Context: an optimization exercise on an open-source flow, tuned for small area, a short achievable clock period and few clock cycles per item. The choices shown serve that exercise and are no tape-out recipe. The RTL was checked by simulation tests, not by an equivalence proof against the original design.

$ cat design/flow/config.mk
export PLATFORM = sky130hd
export DESIGN_NAME = ir_volts_to_distance_loglog_core
export DESIGN_NICKNAME = ir_volts_to_distance_loglog_core
export VERILOG_FILES = /design/flow/design.v
export SDC_FILE = /design/flow/constraint.sdc
export NUM_CORES = 4
export LEC_CHECK = 0
export CAP_MARGIN = 20
export CORE_MARGIN = 2
export CORE_UTILIZATION = 40
export SLEW_MARGIN = 20
$ cat design/flow/constraint.sdc
create_clock -name core_clock -period 7.0 [get_ports {clk}]
set_input_delay 1.4000 -clock core_clock [delete_from_list [all_inputs] [get_ports {clk}]]
set_output_delay 1.4000 -clock core_clock [all_outputs]
set_load 0.01 [all_outputs]
$ cat design/flow/design.v
package ivdll_pkg;
    localparam logic [14:0] DIST_MIN  = 15'd2560;
    localparam logic [14:0] DIST_MAX  = 15'd20480;
    localparam logic [1:0] ST_INTERP = 2'd0;
    localparam logic [1:0] ST_FAR    = 2'd1;
    localparam logic [1:0] ST_NEAR   = 2'd2;
    localparam logic [15:0] AV0 = 16'd49152;
    localparam logic [15:0] AV1 = 16'd26214;
    localparam logic [15:0] AV2 = 16'd19661;
    localparam logic [15:0] AV3 = 16'd14746;
    localparam logic [15:0] AV4 = 16'd9830;
    localparam logic [15:0] AV5 = 16'd7373;
    localparam logic [64*27-1:0] LOG_TAB = {
        {16'd64794, 11'd742}, {16'd64047, 11'd747}, {16'd63294, 11'd753}, {16'd62534, 11'd760},
        {16'd61769, 11'd765}, {16'd60997, 11'd772}, {16'd60219, 11'd778}, {16'd59434, 11'd785},
        {16'd58643, 11'd791}, {16'd57845, 11'd798}, {16'd57040, 11'd805}, {16'd56229, 11'd811},
        {16'd55410, 11'd819}, {16'd54584, 11'd826}, {16'd53751, 11'd833}, {16'd52911, 11'd840},
        {16'd52063, 11'd848}, {16'd51207, 11'd856}, {16'd50344, 11'd863}, {16'd49472, 11'd872},
        {16'd48593, 11'd879}, {16'd47705, 11'd888}, {16'd46809, 11'd896}, {16'd45904, 11'd905},
        {16'd44990, 11'd914}, {16'd44068, 11'd922}, {16'd43137, 11'd931}, {16'd42196, 11'd941},
        {16'd41246, 11'd950}, {16'd40286, 11'd960}, {16'd39316, 11'd970}, {16'd38336, 11'd980},
        {16'd37346, 11'd990}, {16'd36346, 11'd1000}, {16'd35334, 11'd1012}, {16'd34312, 11'd1022},
        {16'd33279, 11'd1033}, {16'd32234, 11'd1045}, {16'd31178, 11'd1056}, {16'd30109, 11'd1069},
        {16'd29029, 11'd1080}, {16'd27936, 11'd1093}, {16'd26830, 11'd1106}, {16'd25711, 11'd1119},
        {16'd24579, 11'd1132}, {16'd23433, 11'd1146}, {16'd22272, 11'd1161}, {16'd21098, 11'd1174},
        {16'd19909, 11'd1189}, {16'd18704, 11'd1205}, {16'd17484, 11'd1220}, {16'd16248, 11'd1236},
        {16'd14996, 11'd1252}, {16'd13727, 11'd1269}, {16'd12440, 11'd1287}, {16'd11136, 11'd1304},
        {16'd9814, 11'd1322}, {16'd8473, 11'd1341}, {16'd7112, 11'd1361}, {16'd5732, 11'd1380},
        {16'd4331, 11'd1401}, {16'd2909, 11'd1422}, {16'd1466, 11'd1443}, {16'd0, 11'd1466}
    };
    localparam logic [64*25-1:0] EXP_TAB = {
        {15'd32062, 10'd706}, {15'd31364, 10'd698}, {15'd30673, 10'd691}, {15'd29989, 10'd684},
        {15'd29313, 10'd676}, {15'd28645, 10'd668}, {15'd27983, 10'd662}, {15'd27329, 10'd654},
        {15'd26681, 10'd648}, {15'd26041, 10'd640}, {15'd25408, 10'd633}, {15'd24781, 10'd627},
        {15'd24161, 10'd620}, {15'd23548, 10'd613}, {15'd22941, 10'd607}, {15'd22341, 10'd600},
        {15'd21747, 10'd594}, {15'd21160, 10'd587}, {15'd20579, 10'd581}, {15'd20005, 10'd574},
        {15'd19436, 10'd569}, {15'd18874, 10'd562}, {15'd18317, 10'd557}, {15'd17767, 10'd550},
        {15'd17223, 10'd544}, {15'd16684, 10'd539}, {15'd16152, 10'd532}, {15'd15625, 10'd527},
        {15'd15103, 10'd522}, {15'd14588, 10'd515}, {15'd14078, 10'd510}, {15'd13573, 10'd505},
        {15'd13074, 10'd499}, {15'd12580, 10'd494}, {15'd12091, 10'd489}, {15'd11608, 10'd483},
        {15'd11130, 10'd478}, {15'd10657, 10'd473}, {15'd10190, 10'd467}, {15'd9727, 10'd463},
        {15'd9269, 10'd458}, {15'd8816, 10'd453}, {15'd8368, 10'd448}, {15'd7925, 10'd443},
        {15'd7487, 10'd438}, {15'd7053, 10'd434}, {15'd6624, 10'd429}, {15'd6200, 10'd424},
        {15'd5780, 10'd420}, {15'd5365, 10'd415}, {15'd4954, 10'd411}, {15'd4548, 10'd406},
        {15'd4146, 10'd402}, {15'd3748, 10'd398}, {15'd3355, 10'd393}, {15'd2966, 10'd389},
        {15'd2581, 10'd385}, {15'd2200, 10'd381}, {15'd1823, 10'd377}, {15'd1451, 10'd372},
        {15'd1082, 10'd369}, {15'd718, 10'd364}, {15'd357, 10'd361}, {15'd0, 10'd357}
    };
endpackage
module ivdll_lerp #(
    parameter int BASE_W = 16,
    parameter int DIFF_W = 11,
    parameter int FRAC_W = 9,
    parameter int OUT_W  = 17
) (
    input  logic [BASE_W-1:0] base,
    input  logic [DIFF_W-1:0] diff,
    input  logic [FRAC_W-1:0] frac,
    output logic [OUT_W-1:0]  result
);
    localparam int SUM_W = OUT_W + FRAC_W;
    logic [SUM_W-1:0] sum;
    assign sum    = (SUM_W'(base) << FRAC_W) + SUM_W'(diff) * SUM_W'(frac)
                  + (SUM_W'(1) << (FRAC_W - 1));
    assign result = sum[SUM_W-1:FRAC_W];
endmodule
module ir_volts_to_distance_loglog_core (
    input  logic        clk,
    input  logic        rst_n,
    input  logic        cfg_we,
    input  logic        cfg_index,
    input  logic [15:0] cfg_data,
    input  logic        sample_valid,
    output logic        sample_ready,
    input  logic [15:0] voltage,
    output logic        result_valid,
    input  logic        result_ready,
    output logic [14:0] distance,
    output logic [1:0]  range_status
);
    localparam int NS = 6;
    logic [15:0] far_thr_reg;
    logic [15:0] near_thr_reg;
    always_ff @(posedge clk or negedge rst_n)
    begin
        if (!rst_n)
        begin
            far_thr_reg  <= 16'd6554;
            near_thr_reg <= 16'd45875;
        end
        else if (cfg_we)
        begin
            if (cfg_index == 1'b0)
                far_thr_reg  <= cfg_data;
            else
                near_thr_reg <= cfg_data;
        end
    end
    logic [NS:1] vld_reg;
    logic        adv;
    assign adv = result_ready || !vld_reg[NS];
    always_ff @(posedge clk or negedge rst_n)
    begin
        if (!rst_n)
            vld_reg <= '0;
        else if (adv)
            vld_reg <= {vld_reg[NS-1:1], sample_valid};
    end
    assign sample_ready = adv;
    assign result_valid = vld_reg[NS];
    logic [2:0]  cmb_next;
    logic [14:0] f_next;
    logic [1:0]  st_next;
    logic [26:0] ltab;
    always_comb
    begin
        if (voltage >= ivdll_pkg::AV1)
            cmb_next = voltage[15] ? 3'd0 : 3'd1;
        else if (voltage >= ivdll_pkg::AV2)
            cmb_next = 3'd2;
        else if (voltage >= ivdll_pkg::AV3)
            cmb_next = voltage[14] ? 3'd3 : 3'd4;
        else if (voltage >= ivdll_pkg::AV4)
            cmb_next = 3'd5;
        else
            cmb_next = voltage[13] ? 3'd6 : 3'd7;
        if (voltage[15])
            f_next = voltage[14:0];
        else if (voltage[14])
            f_next = {voltage[13:0], 1'b0};
        else if (voltage[13])
            f_next = {voltage[12:0], 2'b0};
        else
            f_next = {voltage[11:0], 3'b0};
        if (voltage <= far_thr_reg)
            st_next = ivdll_pkg::ST_FAR;
        else if (voltage >= near_thr_reg)
            st_next = ivdll_pkg::ST_NEAR;
        else if (voltage > ivdll_pkg::AV0)
            st_next = ivdll_pkg::ST_NEAR;
        else if (voltage < ivdll_pkg::AV5)
            st_next = ivdll_pkg::ST_FAR;
        else
            st_next = ivdll_pkg::ST_INTERP;
    end
    assign ltab = ivdll_pkg::LOG_TAB[f_next[14:9]*27 +: 27];
    logic [2:0]  s1_cmb_reg;
    logic [15:0] s1_base_reg;
    logic [10:0] s1_diff_reg;
    logic [8:0]  s1_r_reg;
    logic [1:0]  s1_st_reg;
    always_ff @(posedge clk)
    begin
        if (adv)
        begin
            s1_cmb_reg  <= cmb_next;
            s1_base_reg <= ltab[26:11];
            s1_diff_reg <= ltab[10:0];
            s1_r_reg    <= f_next[8:0];
            s1_st_reg   <= st_next;
        end
    end
    logic [16:0] c_log;
    logic [25:0] dl_sum;
    logic [15:0] dl_next;
    always_comb
    begin
        case (s1_cmb_reg)
            3'd0:    c_log = 17'd38336;
            3'd1:    c_log = 17'd103872;
            3'd2:    c_log = 17'd44435;
            3'd3:    c_log = 17'd17238;
            3'd4:    c_log = 17'd82774;
            3'd5:    c_log = 17'd55576;
            3'd6:    c_log = 17'd17233;
            default: c_log = 17'd82769;
        endcase
    end
    assign dl_sum  = (26'(c_log) << 9) + 26'd255 - (26'(s1_base_reg) << 9)
                   - 26'(s1_diff_reg) * 26'(s1_r_reg);
    assign dl_next = dl_sum[24:9];
    logic [2:0]  s2_cmb_reg;
    logic [15:0] s2_dl_reg;
    logic [1:0]  s2_st_reg;
    always_ff @(posedge clk)
    begin
        if (adv)
        begin
            s2_cmb_reg <= s1_cmb_reg;
            s2_dl_reg  <= dl_next;
            s2_st_reg  <= s1_st_reg;
        end
    end
    logic        sg0;
    logic        sg1;
    logic        sg01;
    logic [28:0] dlx;
    logic [28:0] sl_sum;
    logic [16:0] delta_next;
    assign sg0  = (s2_cmb_reg == 3'd0) || (s2_cmb_reg == 3'd1);
    assign sg1  = (s2_cmb_reg == 3'd2);
    assign sg01 = sg0 || sg1;
    assign dlx  = 29'(s2_dl_reg);
    assign sl_sum = (dlx << 12) + 29'd2048
                  + (sg01 ? (dlx << 7) : 29'd0)
                  + (sg01 ? (dlx << 2) : 29'd0)
                  + (sg01 ? dlx : 29'd0)
                  + (sg0 ? (dlx << 8) : (sg1 ? (dlx << 10) : 29'd0))
                  + (sg0 ? (dlx << 5) : (sg1 ? (dlx << 9) : 29'd0))
                  + (sg1 ? (dlx << 3) : 29'd0);
    assign delta_next = sl_sum[28:12];
    logic [2:0]  s3_cmb_reg;
    logic [16:0] s3_delta_reg;
    logic [1:0]  s3_st_reg;
    always_ff @(posedge clk)
    begin
        if (adv)
        begin
            s3_cmb_reg   <= s2_cmb_reg;
            s3_delta_reg <= delta_next;
            s3_st_reg    <= s2_st_reg;
        end
    end
    logic [24:0] etab;
    assign etab = ivdll_pkg::EXP_TAB[s3_delta_reg[15:10]*25 +: 25];
    logic [2:0]  s4_cmb_reg;
    logic        s4_ip_reg;
    logic [14:0] s4_base_reg;
    logic [9:0]  s4_diff_reg;
    logic [9:0]  s4_r_reg;
    logic [1:0]  s4_st_reg;
    always_ff @(posedge clk)
    begin
        if (adv)
        begin
            s4_cmb_reg  <= s3_cmb_reg;
            s4_ip_reg   <= s3_delta_reg[16];
            s4_base_reg <= etab[24:10];
            s4_diff_reg <= etab[9:0];
            s4_r_reg    <= s3_delta_reg[9:0];
            s4_st_reg   <= s3_st_reg;
        end
    end
    logic [15:0] exm_next;
    ivdll_lerp #(
        .BASE_W (15),
        .DIFF_W (10),
        .FRAC_W (10),
        .OUT_W  (16)
    ) u_exp_lerp (
        .base   (s4_base_reg),
        .diff   (s4_diff_reg),
        .frac   (s4_r_reg),
        .result (exm_next)
    );
    logic [2:0]  s5_cmb_reg;
    logic        s5_ip_reg;
    logic [15:0] s5_exm_reg;
    logic [1:0]  s5_st_reg;
    always_ff @(posedge clk)
    begin
        if (adv)
        begin
            s5_cmb_reg <= s4_cmb_reg;
            s5_ip_reg  <= s4_ip_reg;
            s5_exm_reg <= exm_next;
            s5_st_reg  <= s4_st_reg;
        end
    end
    logic [16:0] ex;
    logic [22:0] op_a;
    logic [22:0] op_b;
    logic        neg;
    logic [22:0] m_sum;
    logic [14:0] dist_next;
    assign ex = {s5_exm_reg[15], !s5_exm_reg[15], s5_exm_reg[14:0]};
    always_comb
    begin
        neg = 1'b0;
        case (s5_cmb_reg)
            3'd0, 3'd1:
            begin
                op_a = 23'(ex) << 2;
                op_b = 23'(ex);
            end
            3'd2:
            begin
                op_a = 23'(ex) << 3;
                op_b = 23'(ex) << 1;
            end
            3'd3, 3'd4:
            begin
                op_a = 23'(ex) << 4;
                op_b = ~(23'(ex));
                neg  = 1'b1;
            end
            3'd5:
            begin
                op_a = 23'(ex) << 4;
                op_b = 23'(ex) << 2;
            end
            default:
            begin
                op_a = 23'(ex) << 5;
                op_b = ~(23'(ex) << 1);
                neg  = 1'b1;
            end
        endcase
    end
    assign m_sum = op_a + op_b + {17'd0, 1'b1, 4'd0, neg};
    always_comb
    begin
        if (s5_st_reg == ivdll_pkg::ST_FAR)
            dist_next = ivdll_pkg::DIST_MAX;
        else if (s5_st_reg == ivdll_pkg::ST_NEAR)
            dist_next = ivdll_pkg::DIST_MIN;
        else if (s5_ip_reg)
            dist_next = 15'd5120;
        else
            dist_next = m_sum[20:6];
    end
    logic [14:0] dist_reg;
    logic [1:0]  st_out_reg;
    always_ff @(posedge clk)
    begin
        if (adv)
        begin
            dist_reg   <= dist_next;
            st_out_reg <= s5_st_reg;
        end
    end
    assign distance     = dist_reg;
    assign range_status = st_out_reg;
endmodule
$ cat design/flow/run.sh
#!/bin/bash
# synth_recipe.tcl (not shown) runs the flow's synth.tcl, then flattens the netlist and writes it again
# the make line also repeats each setting of config.mk as NAME=value (left out here)
make -C /OpenROAD-flow-scripts/flow DESIGN_CONFIG=/design/flow/config.mk WORK_HOME=/design/flow/orfs CLKGATE_MAP_FILE= SYNTH_SCRIPT=/design/flow/synth_recipe.tcl finish
==> notes.md <==
The async set-or-reset flop fraction in the synthesized netlist came out at 18.81%. The required time reported for the critical path endpoint came out at 7280 ps. After detailed placement, the total cell area comes to 26310 sq um.

The die area is 64900 sq um. After detailed routing, the wire length on met1 is 27560 um. The synthesized netlist devotes 16.12% of its cell area to compound gates. The clock period minus worst slack came out at 6032 ps. Of all nets on the critical path, the largest fanout is 14. In this run the worst hold path is classified as register to register. The highest metal layer carrying signal wires in the routed design is met4. The total standard cell area after synthesis came out at 25150 sq um. Setup repair after global routing left no endpoint under its margin. The period utilization is 86.17%.

In this run the post-CTS setup repair buffer count came out at 0. The number of sinks handled by clock tree synthesis came out at 202. The maximum clock frequency is 165.8 MHz. The library cell occupying the most area in the post-synthesis netlist is sky130_fd_sc_hd__edfxtp_1. The per-cell via count in the routed design is 5.432. The count of cell types in the netlist is 86. The synthesized area per cell is 8.797 sq um. Wires add up to 63670 um. The number of instances in the synthesized netlist is 2859. Post-CTS repair changed the size of 0 cells.

The via count came out at 19810. CTS placed an instance of sky130_fd_sc_hd__clkbuf_16 at the clock tree root. The height of the die is 254.8 um. The via count of the first global-routing pass is 19780.

The detailed-routed wire length on met2 came out at 31860 um. In the routed design, unresolved DRC markers number 0. The number of CTS-inserted buffers is 25. The number of flip-flops under the largest register name came out at 17. Dividing the detail-routed wire length by the instance count gives 17.46 um.

The worst setup skew after layout came out at 34.92 ps. Summing the areas of all and, or, nand and nor instances in the mapped netlist gives 14.83% of the synthesized area. The total area inside the core boundary comes to 61940 sq um. The number of nets in the synthesized netlist is 3402.

In this run, synthesis inferred 164 flip-flops with an integrated enable. The relative area change from synthesis to final layout is 7.855%. 57 I/O pins were placed. Sorting the synthesized cells by area gives the leading types as sky130_fd_sc_hd__edfxtp_1 20%, sky130_fd_sc_hd__fa_1 17%, sky130_fd_sc_hd__ha_1 14%. The count of nets after finishing is 3334. The multiplexer fraction of the synthesized cell area is 3.159%. The worst relative slew slack is 27.60%.

Measured along the x axis, the die boundary spans 254.8 um. The sequential cell area fraction in the yosys report is 23.44%. After synthesis, the largest family of logic cells by area is adder cells.

The number of nets still failing antenna checks after routing came out at 0. The first global-routing pass estimated 104100 um of wire. The arrival time of data at the critical path endpoint is 6310 ps. The first detailed-routing pass ran for 7 iterations.

The fraction of final layout cells sized beyond drive strength 1 came out at 5.552%. The TritonCTS clock tree is yes. In the post-synthesis netlist, the cell with the most instances is sky130_fd_sc_hd__inv_1.

The count of endpoints failing hold in the final timing report came out at 0. The largest net degree at the start of global routing is 118. At the pin with the least slew margin, the transition time is 1086 ps. The post-route worst hold slack is 408.2 ps. Routability-driven placement finished with a final weighted congestion of 0.9060. The row count came out at 91.

The final count of pins violating max slew came to 0. The clock edge transition at the registers on the reported setup and hold paths is 60 ps. The maximum root-to-sink buffer count came out at 3. The count of antenna diodes in the layout is 0. The worst setup path category is register to register.

In this run, post-CTS hold repair placed 0 buffers. The number of warnings reported in the yosys synthesis log came out at 1. STA classifies the critical path startpoint as a register. Counting instances in the post-synthesis netlist gives the leading cell types as 406 x sky130_fd_sc_hd__inv_1, 318 x sky130_fd_sc_hd__nand2_1, 288 x sky130_fd_sc_hd__ha_1, 217 x sky130_fd_sc_hd__fa_1, 191 x sky130_fd_sc_hd__a21oi_1. The post-synthesis adder-cell area fraction is 31.64%.

The global router's overall resource usage came out at 19.73%. The placed wire-length estimate came out at 49090 um. After synthesis the netlist holds a flip-flop and latch count of 202. After Yosys synthesis, XOR and XNOR cells account for 1.811% of the synthesized area. Detailed routing placed a total of 2668 um of wire on met3. At the later pin of the worst-skew pair, clock insertion delay measures 560 ps. STA classifies the critical path endpoint as a register.

In the synthesized netlist the dominant register cell turns out to be sky130_fd_sc_hd__edfxtp_1. The initial antenna violation count is 0. The H-tree depth came out at 1. The summed negative setup slack over all endpoints came out at 0 ps.

The number of buffer cells added on primary ports came out at 56. The detailed router finished its first iteration with 1608 violations.

After routing the design area is 27130 sq um. The setup violation total in the final timing report is 0. The run finished with no timing, DRC or antenna violations. The total global routing overflow came out at 0. The max-cap violation count is 0. The top cell type's share of synthesized area came out at 19.58%. The initial standard-cell utilization of the core is 40.61%.
## layer usage
| layer | up-vias | global-route usage (%) |
|---|---|---|
| met3 | 103 | 1.960 |
| met5 | - | 0 |
| li1 | 9569 | - |
| met4 | 0 | 5.113 |
| met2 | 508 | 35.26 |
| met1 | 9630 | 25.42 |
## through the flow
step	setup slack (ps)	cells	util, %
2_1_floorplan	1460	2859	-
3_3_place_gp	1075	3601	42.48
3_5_place_dp	1011	3601	42.48
4_1_cts	995.8	3647	43.79
5_1_grt	561.1	3647	43.80
6_report	968.1	3647	43.80
## cell families after synthesis
kind of cell | count (synthesis)
compound gates | 639
xor+xnor | 52
fa+ha+maj | 506
buf+inv | 590
flops | 202
mux | 62
simple gates | 808
## cells in the final DEF (no fill, tap or decap), types with 55 or more instances in the layout
cell type	synthesis	routed
sky130_fd_sc_hd__nor2_1	189	189
sky130_fd_sc_hd__fa_1	217	217
sky130_fd_sc_hd__clkdlybuf4s50_1	0	55
sky130_fd_sc_hd__edfxtp_1	164	164
sky130_fd_sc_hd__ha_1	288	288
sky130_fd_sc_hd__a21oi_1	191	191
sky130_fd_sc_hd__and2_1	112	112
sky130_fd_sc_hd__inv_1	406	406
sky130_fd_sc_hd__nand2_1	318	318
sky130_fd_sc_hd__o21ai_0	156	156
## worst paths after layout
kind,cells past startpoint,start,end,slack (ps)
worst max register to register,20,s2_cmb_reg[2],s3_delta_reg[9],970
max in group asynchronous,1,rst_n,vld_reg[6],5480
worst max-delay path,20,s2_cmb_reg[2],s3_delta_reg[9],970
worst min register to register,0,s3_st_reg[1],s4_st_reg[1],410
worst min-delay path,0,s3_st_reg[1],s4_st_reg[1],410
min in group asynchronous,1,rst_n,far_thr_reg[9],970
## critical path, stage by stage, from the launching register on
cell                       delay (ps)
sky130_fd_sc_hd__edfxtp_1         510
sky130_fd_sc_hd__nor3b_2          670
sky130_fd_sc_hd__buf_4            320
sky130_fd_sc_hd__nand2_1          110
sky130_fd_sc_hd__fa_1             510
sky130_fd_sc_hd__inv_1             50
sky130_fd_sc_hd__fa_1             470
sky130_fd_sc_hd__fa_1             570
sky130_fd_sc_hd__inv_1             60
sky130_fd_sc_hd__fa_1             500
sky130_fd_sc_hd__inv_1             50
sky130_fd_sc_hd__ha_1             360
sky130_fd_sc_hd__a21o_1           200
sky130_fd_sc_hd__a21oi_1          230
sky130_fd_sc_hd__o21ai_0          130
sky130_fd_sc_hd__a21oi_1          220
sky130_fd_sc_hd__nor2b_1          140
sky130_fd_sc_hd__o31ai_1          290
sky130_fd_sc_hd__nand2b_1         130
sky130_fd_sc_hd__a21oi_1          190
sky130_fd_sc_hd__xnor2_1           80
## area by class of cell
type                       instances  area, sq um
fill                            6140        34810
sequential                       202         5896
tap                              837         1047
clock buffer                      30        654.4
multi-input combinational       2067        17050
timing repair buffer              86        793.3
inverter                         409         1535
clock inverter                    16        155.1
Testbench counts, summed over its fixed seeds: cycles 16,048, items 16,000.

==> static timing again, ports no longer ideal <==
Ports are ideal in the flow. The routed layout listed here was re-timed in OpenROAD. Step 1 (the two cells are an assumption about what drives the block):
set clk [get_ports {clk}]
set_driving_cell -lib_cell sky130_fd_sc_hd__clkbuf_16 $clk
set_driving_cell -lib_cell sky130_fd_sc_hd__buf_2 [delete_from_list [all_inputs] $clk]
Step 2 also shifts input and output timing later by t, the mid clock arrival at the registers, as if the neighbouring blocks saw the same clock. Slacks: ideal / step 1 / step 2; pairs: ideal / step 1.
t, ns: 0.597
slack for setup (ns): 0.968 / 0.968 / 0.968
worst slew at a driven data input, ns: 0.05
cell pins on the clock port's net: 1
After both steps setup and hold are still met in this run. For this run, drivers alone change the setup slack by 0.000 ns; drivers and shift together by 0.000 ns.
